Background: an optimization exercise with open tools, aiming at small area, a short achievable clock period and few clock cycles per item. Do not read the settings as production practice.
Only the layout flow was run in this run; the RTL was not checked for function there.

==> design.v <==
`default_nettype none
package ssps_pkg;
  localparam int ADDR_BITS = 24;
  localparam int FRAC_BITS = 16;
  localparam int POS_W     = ADDR_BITS + 1;
  localparam int DELTA_W   = 32;
  localparam int Y_W       = 28;    
  localparam int DV_W      = 26;    
  localparam int SMP_W     = 16;
  localparam int VOL_W     = 9;
  localparam int VAL_W     = 8;
  localparam int ROW_W     = 12;
  localparam int BASE_W    = 10;
  localparam int CFG_W     = 32;
  localparam int IDX_W     = 3;
  localparam int IN_W      = 48;
  localparam int OUT_W     = 48;
  localparam int WD_W      = 26;    
  typedef enum logic [IDX_W-1:0] {
    CFG_LOOP_MODE    = 3'd0,
    CFG_WIDE_SAMPLES = 3'd1,
    CFG_VOLUME       = 3'd2,
    CFG_SAMPLE_END   = 3'd3,
    CFG_LOOP_BEGIN   = 3'd4,
    CFG_LOOP_SPAN    = 3'd5,
    CFG_STEP_DELTA   = 3'd6,
    CFG_BASELINE_ROW = 3'd7
  } cfg_idx_e;
  typedef enum logic [1:0] {
    PR_IDLE = 2'd0,
    PR_R    = 2'd1,
    PR_DIV  = 2'd2,
    PR_G    = 2'd3
  } prep_e;
  typedef enum logic [2:0] {
    SL_IDLE  = 3'd0,
    SL_P     = 3'd1,
    SL_DEC   = 3'd2,
    SL_DIV   = 3'd3,
    SL_APPLY = 3'd4,
    SL_CONV  = 3'd5
  } slow_e;
endpackage
`default_nettype wire
`default_nettype none
import ssps_pkg::*;
module sample_scope_position_stepper (
  input  wire logic                        clk_i,
  input  wire logic                        rst_ni,
  input  wire logic                        cfg_valid_i,
  output logic                             cfg_ready_o,
  input  wire logic [ssps_pkg::IDX_W-1:0]  cfg_index_i,
  input  wire logic [ssps_pkg::CFG_W-1:0]  cfg_data_i,
  input  wire logic                        s_axis_tvalid_i,
  output logic                             s_axis_tready_o,
  input  wire logic [ssps_pkg::IN_W-1:0]   s_axis_tdata_i,
  input  wire logic                        s_axis_tuser_i,
  output logic                             m_axis_tvalid_o,
  input  wire logic                        m_axis_tready_i,
  output logic [ssps_pkg::OUT_W-1:0]       m_axis_tdata_o
);
  localparam logic signed [Y_W-1:0] P_MAX = Y_W'((1 << POS_W) - 1);
  logic [1:0]           mode_q;
  logic                 wide_q;
  logic [VOL_W-1:0]     vol_q;
  logic [POS_W-1:0]     end_q;
  logic [ADDR_BITS-1:0] beg_q;
  logic [POS_W-1:0]     span_q;
  logic [DELTA_W-1:0]   delta_q;
  logic [BASE_W-1:0]    base_row_q;
  logic cfg_we, cfg_rel;
  assign cfg_ready_o = 1'b1;
  assign cfg_we      = cfg_valid_i;
  assign cfg_rel     = cfg_we && (cfg_index_i == CFG_LOOP_MODE || cfg_index_i == CFG_SAMPLE_END ||
                                  cfg_index_i == CFG_LOOP_BEGIN || cfg_index_i == CFG_LOOP_SPAN ||
                                  cfg_index_i == CFG_STEP_DELTA);
  logic signed [Y_W-1:0] e_s, b_s, s_s, d_s;
  logic [FRAC_BITS-1:0]  dfrac;
  assign e_s   = Y_W'(end_q);
  assign b_s   = Y_W'(beg_q);
  assign s_s   = Y_W'(span_q);
  assign d_s   = Y_W'(delta_q[DELTA_W-1:FRAC_BITS]);
  assign dfrac = delta_q[FRAC_BITS-1:0];
  logic [POS_W-1:0]      r0_q;         
  logic signed [Y_W-1:0] g0_q, h0_q;   
  logic                  sge2_q, ord_q, csf_q, csb_q;
  logic            a_v_q, a_user_q;
  logic [WD_W-1:0] a_dat_q;
  logic            k_v_q, k_user_q;
  logic [WD_W-1:0] k_dat_q;
  logic [WD_W-1:0] in_dat;
  logic            in_acc, a_pop;
  assign s_axis_tready_o = !k_v_q;
  assign in_acc = s_axis_tvalid_i && !k_v_q;
  assign in_dat = s_axis_tuser_i ? WD_W'(s_axis_tdata_i[ADDR_BITS+2 +: SMP_W])
                                 : s_axis_tdata_i[WD_W-1:0];
  logic signed [Y_W-1:0] y_q, y_d;
  logic                  back_q, back_d;
  logic                  act_q, act_d;
  logic [FRAC_BITS-1:0]  frac_q, frac_d;
  logic                  cy_q, cy_d;      
  logic                  b_v_q, b_v_d;
  logic [VAL_W-1:0]      vraw_q;
  logic                  vact_q;
  logic                  o_v_q;
  logic [POS_W-1:0]      pos_q;
  logic [VAL_W-1:0]      oval_q;
  logic [ROW_W-1:0]      orow_q;
  logic                  oback_q, oact_q;
  logic                  c_free, c_load;
  assign c_free = !o_v_q || m_axis_tready_i;
  assign c_load = b_v_q && c_free;
  ssps_pkg::prep_e pr_q;
  ssps_pkg::prep_e pr_d;
  ssps_pkg::slow_e sl_q;
  ssps_pkg::slow_e sl_d;
  logic signed [Y_W-1:0] ps_q, ps_d;
  logic                  fwdres_q, fwdres_d;
  logic [POS_W-1:0]      rem_q, rem_d;
  logic [DV_W-1:0]       dv_q, dv_d;
  logic [4:0]            cnt_q, cnt_d;
  logic [POS_W-1:0]      r0_d;
  logic b_free, can_proc, proc_start, proc_col;
  assign b_free   = !b_v_q || c_free;
  assign can_proc = a_v_q && b_free && (sl_q == SL_IDLE) && (pr_q == PR_IDLE);
  assign proc_start = can_proc && !a_user_q;
  assign proc_col   = can_proc && a_user_q;
  assign a_pop      = can_proc;
  logic dir;
  assign dir = back_q && mode_q[1];
  logic signed [Y_W-1:0] x, ys, yr, yg, yh, wr;
  logic bnc, win, rge, sat, fast;
  assign x   = y_q + d_s + Y_W'(cy_q);
  assign ys  = y_q + s_s;
  assign yr  = y_q + $signed(Y_W'(r0_q)) + Y_W'(cy_q);
  assign yg  = y_q + g0_q + Y_W'(cy_q);
  assign yh  = y_q + h0_q + Y_W'(cy_q);
  assign bnc = !x[Y_W-1];
  assign win = !ys[Y_W-1] && y_q[Y_W-1];
  assign rge = !yr[Y_W-1];
  assign sat = y_q[Y_W-2] && !y_q[Y_W-1];
  assign wr  = rge ? yg : yh;
  always_comb begin
    case (mode_q)
      2'd0:    fast = 1'b1;
      2'd1:    fast = !bnc || (win && sge2_q && csf_q);
      default: begin
        if (!back_q) fast = !bnc || (win && sge2_q && csb_q);
        else         fast = bnc ? (win && sge2_q && csf_q) : (win && ord_q);
      end
    endcase
  end
  logic signed [Y_W-1:0] pc_raw;
  logic [POS_W-1:0]      pc_cl;
  assign pc_raw = dir ? (b_s + ~y_q) : (y_q + e_s);
  always_comb begin
    if (pc_raw[Y_W-1])           pc_cl = '0;
    else if (pc_raw > P_MAX)     pc_cl = '1;
    else                         pc_cl = pc_raw[POS_W-1:0];
  end
  logic [POS_W-1:0]      cv_p;
  logic                  cv_dir;
  logic signed [Y_W-1:0] cv_y;
  logic [POS_W-1:0]      ps_cl;
  always_comb begin
    if (ps_q[Y_W-1])       ps_cl = '0;
    else if (ps_q > P_MAX) ps_cl = '1;
    else                   ps_cl = ps_q[POS_W-1:0];
  end
  always_comb begin
    if (sl_q == SL_CONV) begin
      cv_p   = ps_cl;
      cv_dir = dir;
    end else if (pr_q != PR_IDLE) begin
      cv_p   = pos_q;
      cv_dir = dir;
    end else begin
      cv_p   = POS_W'(a_dat_q[ADDR_BITS-1:0]);
      cv_dir = a_dat_q[ADDR_BITS] && mode_q[1];
    end
  end
  assign cv_y = cv_dir ? (b_s + ~(Y_W'(cv_p))) : (Y_W'(cv_p) - e_s);
  logic signed [SMP_W+VOL_W:0] prod;
  logic [VAL_W-1:0]            scaled;
  assign prod   = $signed(a_dat_q[SMP_W-1:0]) * $signed({1'b0, vol_q});
  assign scaled = wide_q ? prod[23:16] : prod[15:8];
  logic [POS_W:0] trial;
  logic           fits;
  assign trial = {rem_q, dv_q[DV_W-1]};
  assign fits  = trial >= {1'b0, span_q};
  logic [FRAC_BITS:0] fsum;
  always_comb begin
    y_d      = y_q;
    back_d   = back_q;
    act_d    = act_q;
    frac_d   = frac_q;
    b_v_d    = b_v_q && !c_free;
    pr_d     = pr_q;
    sl_d     = sl_q;
    ps_d     = ps_q;
    fwdres_d = fwdres_q;
    rem_d    = rem_q;
    dv_d     = dv_q;
    cnt_d    = cnt_q;
    r0_d     = r0_q;
    if (proc_start) begin
      y_d    = cv_y;
      back_d = a_dat_q[ADDR_BITS];
      act_d  = a_dat_q[ADDR_BITS+1];
      frac_d = '0;
      b_v_d  = 1'b1;
    end else if (proc_col) begin
      frac_d = frac_q + dfrac;
      if (fast) begin
        b_v_d = 1'b1;
        if (mode_q == 2'd0) begin
          y_d = sat ? y_q : x;
          if (bnc) act_d = 1'b0;
        end else begin
          y_d = bnc ? wr : x;
          if (bnc && mode_q[1]) back_d = !back_q;
        end
      end else begin
        y_d  = x;
        sl_d = SL_P;
      end
    end
    case (sl_q)
      SL_P: begin
        ps_d = pc_raw;
        sl_d = SL_DEC;
      end
      SL_DEC: begin
        rem_d = '0;
        cnt_d = 5'(DV_W - 1);
        sl_d  = SL_CONV;
        if (mode_q == 2'd1) begin
          if (ps_q >= e_s) begin
            fwdres_d = 1'b1;
            ps_d     = ps_q - e_s;
            sl_d     = sge2_q ? SL_DIV : SL_APPLY;
          end
        end else if (back_q && ps_q < b_s) begin
          back_d   = 1'b0;
          fwdres_d = 1'b1;
          ps_d     = b_s - ps_q - Y_W'(1);
          sl_d     = sge2_q ? SL_DIV : SL_APPLY;
        end else if (ps_q >= e_s) begin
          back_d   = 1'b1;
          fwdres_d = 1'b0;
          ps_d     = ps_q - e_s;
          sl_d     = sge2_q ? SL_DIV : SL_APPLY;
        end
        dv_d = ps_d[DV_W-1:0];
      end
      SL_DIV: begin
        rem_d = fits ? POS_W'(trial - {1'b0, span_q}) : trial[POS_W-1:0];
        dv_d  = {dv_q[DV_W-2:0], 1'b0};
        cnt_d = cnt_q - 5'd1;
        if (cnt_q == '0) sl_d = SL_APPLY;
      end
      SL_APPLY: begin
        ps_d = fwdres_q ? (b_s + Y_W'(rem_q)) : (e_s - Y_W'(1) - Y_W'(rem_q));
        sl_d = SL_CONV;
      end
      SL_CONV: begin
        y_d   = cv_y;
        b_v_d = 1'b1;
        sl_d  = SL_IDLE;
      end
      default: ;
    endcase
    if (pr_q != PR_IDLE) y_d = cv_y;
    case (pr_q)
      PR_R: begin
        rem_d = '0;
        dv_d  = {delta_q[DELTA_W-1:FRAC_BITS], 10'd0};
        cnt_d = 5'd15;
        if (sge2_q && POS_W'(delta_q[DELTA_W-1:FRAC_BITS]) >= span_q) begin
          pr_d = PR_DIV;
        end else begin
          r0_d = POS_W'(delta_q[DELTA_W-1:FRAC_BITS]);
          pr_d = PR_G;
        end
      end
      PR_DIV: begin
        rem_d = fits ? POS_W'(trial - {1'b0, span_q}) : trial[POS_W-1:0];
        dv_d  = {dv_q[DV_W-2:0], 1'b0};
        cnt_d = cnt_q - 5'd1;
        if (cnt_q == '0) pr_d = PR_G;
        r0_d  = rem_d;
      end
      PR_G:    pr_d = PR_IDLE;
      default: ;
    endcase
    if (cfg_rel) pr_d = PR_R;
    fsum = {1'b0, frac_d} + {1'b0, dfrac};
    cy_d = fsum[FRAC_BITS];
  end
  always_ff @(posedge clk_i or negedge rst_ni) begin
    if (!rst_ni) begin
      mode_q     <= '0;
      wide_q     <= 1'b0;
      vol_q      <= '0;
      end_q      <= '0;
      beg_q      <= '0;
      span_q     <= '0;
      delta_q    <= '0;
      base_row_q <= '0;
      a_v_q      <= 1'b0;
      k_v_q      <= 1'b0;
      y_q        <= '0;
      back_q     <= 1'b0;
      act_q      <= 1'b0;
      frac_q     <= '0;
      cy_q       <= 1'b0;
      b_v_q      <= 1'b0;
      o_v_q      <= 1'b0;
      pos_q      <= '0;
      pr_q       <= PR_R;
      sl_q       <= SL_IDLE;
    end else begin
      if (cfg_we) begin
        case (cfg_index_i)
          CFG_LOOP_MODE:    mode_q     <= cfg_data_i[1:0];
          CFG_WIDE_SAMPLES: wide_q     <= cfg_data_i[0];
          CFG_VOLUME:       vol_q      <= cfg_data_i[VOL_W-1:0];
          CFG_SAMPLE_END:   end_q      <= cfg_data_i[POS_W-1:0];
          CFG_LOOP_BEGIN:   beg_q      <= cfg_data_i[ADDR_BITS-1:0];
          CFG_LOOP_SPAN:    span_q     <= cfg_data_i[POS_W-1:0];
          CFG_STEP_DELTA:   delta_q    <= cfg_data_i[DELTA_W-1:0];
          CFG_BASELINE_ROW: base_row_q <= cfg_data_i[BASE_W-1:0];
          default: ;
        endcase
      end
      if (!a_v_q || a_pop) begin
        a_v_q <= k_v_q || in_acc;
        k_v_q <= 1'b0;
      end else if (in_acc) begin
        k_v_q <= 1'b1;
      end
      y_q    <= y_d;
      back_q <= back_d;
      act_q  <= act_d;
      frac_q <= frac_d;
      cy_q   <= cy_d;
      b_v_q  <= b_v_d;
      pr_q   <= pr_d;
      sl_q   <= sl_d;
      if (c_load) begin
        o_v_q <= 1'b1;
        pos_q <= pc_cl;
      end else if (m_axis_tready_i) begin
        o_v_q <= 1'b0;
      end
    end
  end
  always_ff @(posedge clk_i) begin
    if (!a_v_q || a_pop) begin
      a_user_q <= k_v_q ? k_user_q : s_axis_tuser_i;
      a_dat_q  <= k_v_q ? k_dat_q : in_dat;
    end
    if (in_acc) begin
      k_user_q <= s_axis_tuser_i;
      k_dat_q  <= in_dat;
    end
    if (can_proc) begin
      vraw_q <= scaled;
      vact_q <= a_user_q && act_q;
    end
    if (c_load) begin
      oval_q  <= vact_q ? vraw_q : '0;
      orow_q  <= ROW_W'(base_row_q) - ROW_W'($signed(vact_q ? vraw_q : '0));
      oback_q <= back_q;
      oact_q  <= act_q;
    end
    ps_q     <= ps_d;
    fwdres_q <= fwdres_d;
    rem_q    <= rem_d;
    dv_q     <= dv_d;
    cnt_q    <= cnt_d;
    r0_q     <= r0_d;
    g0_q     <= b_s - e_s + $signed(Y_W'(r0_q));
    h0_q     <= b_s - e_s + s_s + $signed(Y_W'(r0_q));
    sge2_q   <= span_q >= POS_W'(2);
    ord_q    <= (b_s + s_s) <= e_s;
    csf_q    <= (b_s + s_s) <= Y_W'(1 << POS_W);
    csb_q    <= e_s >= s_s;
  end
  assign m_axis_tvalid_o = o_v_q;
  assign m_axis_tdata_o  = {2'b00, oback_q, oact_q,
                            pos_q[ADDR_BITS] ? {ADDR_BITS{1'b1}} : pos_q[ADDR_BITS-1:0],
                            orow_q, oval_q};
endmodule
`default_nettype wire
==> run.sh <==
#!/bin/bash
# synth_recipe.tcl (not shown) runs the flow's synth.tcl, then flattens the netlist and writes it again
# the make line also repeats each setting of config.mk as NAME=value (left out here)
make -C /OpenROAD-flow-scripts/flow DESIGN_CONFIG=/design/flow/config.mk WORK_HOME=/design/flow/orfs CLKGATE_MAP_FILE= SYNTH_SCRIPT=/design/flow/synth_recipe.tcl finish
==> config.mk <==
export PLATFORM = sky130hd
export DESIGN_NAME = sample_scope_position_stepper
export DESIGN_NICKNAME = sample_scope_position_stepper
export VERILOG_FILES = /design/flow/design.v
export SDC_FILE = /design/flow/constraint.sdc
export NUM_CORES = 4
export LEC_CHECK = 0
export CAP_MARGIN = 20
export CORE_MARGIN = 2
export CORE_UTILIZATION = 40
export SLEW_MARGIN = 20
==> constraint.sdc <==
create_clock -name core_clock -period 7.0 [get_ports {clk_i}]
set_input_delay 1.4000 -clock core_clock [delete_from_list [all_inputs] [get_ports {clk_i}]]
set_output_delay 1.4000 -clock core_clock [all_outputs]
set_load 0.01 [all_outputs]
==> impl_metrics.toml <==
[layout]
final_nets = 6535
syn_to_final_growth_pct = 11.6
final_util = 0.450
drive_above_1_share = 0.0752
stdcell_count = 7330

[route]
dr_wl_met3_microns = 15500
wl_met2_microns = 78700
wl_met1_microns = 81100
drc_errors = 0
via_per_inst = 5.88
wl_microns = 186000
via_count = 43100
drtIter0Drc = 4654
drt_pass1_iterations = 5
ant_nets = 0
top_layer = "met5"
wl_per_cell_microns = 25.4

[synth]
yosysTopAreaCellShare = 0.161
synthArstFlopShare = 0.451
synth_cell_type_count = 82
netlist_area_sq_um = 48400
yosysMostFrequentCell = "ha_1"
synth_top_area_cell = "ha_1"
yosys_warnings = 1
ys_seq_area_frac = 0.253
ys_ff_latch = 463
synthCells = 5542
ys.flop_type = "dfrtp_1"
synth.area.top_cells = "ha_1, edfxtp_1, dfrtp_1"
syn_avg_cell_area_sq_um = 8.73
synth_edf_count = 195
synth_common_cells = "ha_1, inv_1, nand2_1"

[die]
initial_core_util = 0.403
die_x_microns = 352
ios = 140
core_sq_um = 120000
rows = 127
die_height_microns = 352
die_area_sq_um = 124000

[place]
placedCellCount = 7212
portBuffers = 130
dpl.hpwl_microns = 150000
gp_congestion = 1.00

[timing]
slew_headroom = 0.227
drv_slew = 0
finalSetupTns_ns = 0
hold_violations = 0
layout_min_cycle_time_ns = 6.54
finClkSkew_ns = 0.0489
rsz0062_at_grt = "no"
timing.final.crit_share = 0.934
fin_hold_ws_ns = 0.506
finalSetupViolations = 0
worstMarginPinSlew_ns = 1.15
fmax_mhz = 153

[clocking]
cts_buffer_depth = 3
clk_pin_slew_ns = 0.06
clk_latency_ns = 0.71
numClockSinks = 463
root_buffer = "clkbuf_16"
postCtsHoldBufs = 0
cts_buffers = 61
postCtsSetupBuffers = 0
cts_resized = 0
cts_tree = "yes"
h-tree-depth = 2

[grt]
grt_max_degree = 95
antenna_found_initial = 10
grt_usage = 0.297
grt_pass1_wl_microns = 270000
grt_pass1_vias = 40200
grt-ovfl-total = 0

[outcome]
status = "timing/DRC/antenna clean"

[worst_setup_path]
crit_fanout = 6
arrival_ns = 7.16
worstPathRequired_ns = 7.62
path_class = "reg -> reg"
crit_path_start_kind = "flop"
critPathCaptureType = "flop"

[job]
drv_cap = 0

[min_path]
hold_path.class = "reg -> reg"
-- cells in the final DEF, fill, tap and decap left out, types with 107 or more instances in the layout --
| cell | n |
|---|---|
| clkdlybuf4s50_1 | 128 |
| ha_1 | 621 |
| nand2_1 | 448 |
| edfxtp_1 | 195 |
| inv_1 | 472 |
| a21oi_1 | 409 |
| mux2_2 | 147 |
| o21ai_0 | 336 |
| dfrtp_1 | 208 |
| nor2_1 | 423 |
| a21o_1 | 188 |
| fa_1 | 160 |
| and2_1 | 107 |
| xor2_1 | 132 |
| xnor2_1 | 272 |
-- critical path: stages (launching register included) --
cell and delay, ns:
dfrtp_1 0.48, inv_1 0.11, ha_1 0.14, inv_1 0.06, fa_1 0.41, a21o_1 0.18, a21oi_1 0.24, o21bai_1 0.09
a21o_1 0.20, a21oi_1 0.44, o311ai_0 0.24, a21oi_1 0.28, o21bai_1 0.22, a21oi_1 0.24, xnor2_1 0.18, inv_1 0.09
fa_1 0.48, inv_1 0.04, ha_1 0.36, nand4_1 0.12, a211oi_1 0.46, nor3_1 0.14, nor3_1 0.34, a41oi_1 0.21
a211o_1 0.33, o21ai_0 0.21, xor2_1 0.17
-- sequential cells by signal, indices dropped and copies added (netlist names), 9 cells and up --
signal,flops
base_row_q,10
h0_q,28
frac_q,16
orow_q,12
y_q,28
dv_q,26
k_dat_q,26
span_q,25
beg_q,24
a_dat_q,26
g0_q,27
ps_q,28
r0_q,25
end_q,25
rem_q,25
vol_q,9
delta_q,32
pos_q,25
-- cell families after synthesis --
group                      synth area share
xor gates and xnor gates             0.0733
other                              0.000155
adders and majority gates             0.227
and+or+nand+nor                       0.150
AOI/OAI and AO/OA                     0.204
DFF                                   0.253
muxes                                0.0423
buffers and inverters                0.0501
-- through the flow --
step / worst slack (ns) / instance area (sq um)
after floorplan: 1.36 / 48400
after global placement: 0.637 / 51900
after detailed placement: 0.621 / 51900
after CTS: 0.588 / 54000
after global routing: 0.0649 / 54000
final: 0.463 / 54000
-- worst paths after layout --
| path | cells after the start | slack, ns | startpoint | end |
|---|---|---|---|---|
| setup / recovery | 26 | 0.46 | beg_q[0] | h0_q[26] |
| hold / removal | 2 | 0.51 | a_dat_q[25] | act_q |
| setup reg to reg | 26 | 0.46 | beg_q[0] | h0_q[26] |
| hold reg to reg | 2 | 0.51 | a_dat_q[25] | act_q |
| max in group asynchronous | 2 | 4.70 | rst_ni | pos_q[1] |
| min in group asynchronous | 1 | 0.74 | rst_ni | delta_q[23] |
-- layer usage --
metal | track usage | vias up
met1 | 0.410 | 20800
li1 | - | 20000
met5 | 0 | -
met4 | 0.152 | 4
met3 | 0.0467 | 368
met2 | 0.446 | 1881
-- area by class of cell --
class | count | area (sq um)
fill | 11800 | 65900
multi-input combinational | 4439 | 33800
sequential | 463 | 12300
timing repair buffer | 225 | 2050
tap | 1612 | 2020
inverter | 474 | 1780
clock buffer | 79 | 1720
clock inverter | 37 | 423
antenna | 1 | 2.50

-- separate check: timing with driven ports --
The flow's constraints put no driver on any port. The routed layout listed below was extracted and timed again, unchanged, in two steps. Step 1, drivers: a clkbuf_16 drives clk_i and a buf_2 each remaining input, both assumed. Step 2 moves the port delays by t, midway between the first and last clock arrival at a register: inputs arrive t later, outputs are due t later. That takes back most of the time a late clock gives input paths. a / b / c = ideal ports / drivers / drivers and shift; a / b = the first two.
t (ns): 0.755
slack for setup (ns): 0.463 / 0.463 / 0.463
hold WS [ns]: 0.506 / 0.506 / 0.506
worst setup path at the end: register to register
worst register clock-pin slew, ns: 0.07 / 0.07
After both steps this run still meets setup and hold. The setup slack of this run moves by 0.000 ns with the drivers and by 0.000 ns with both steps.
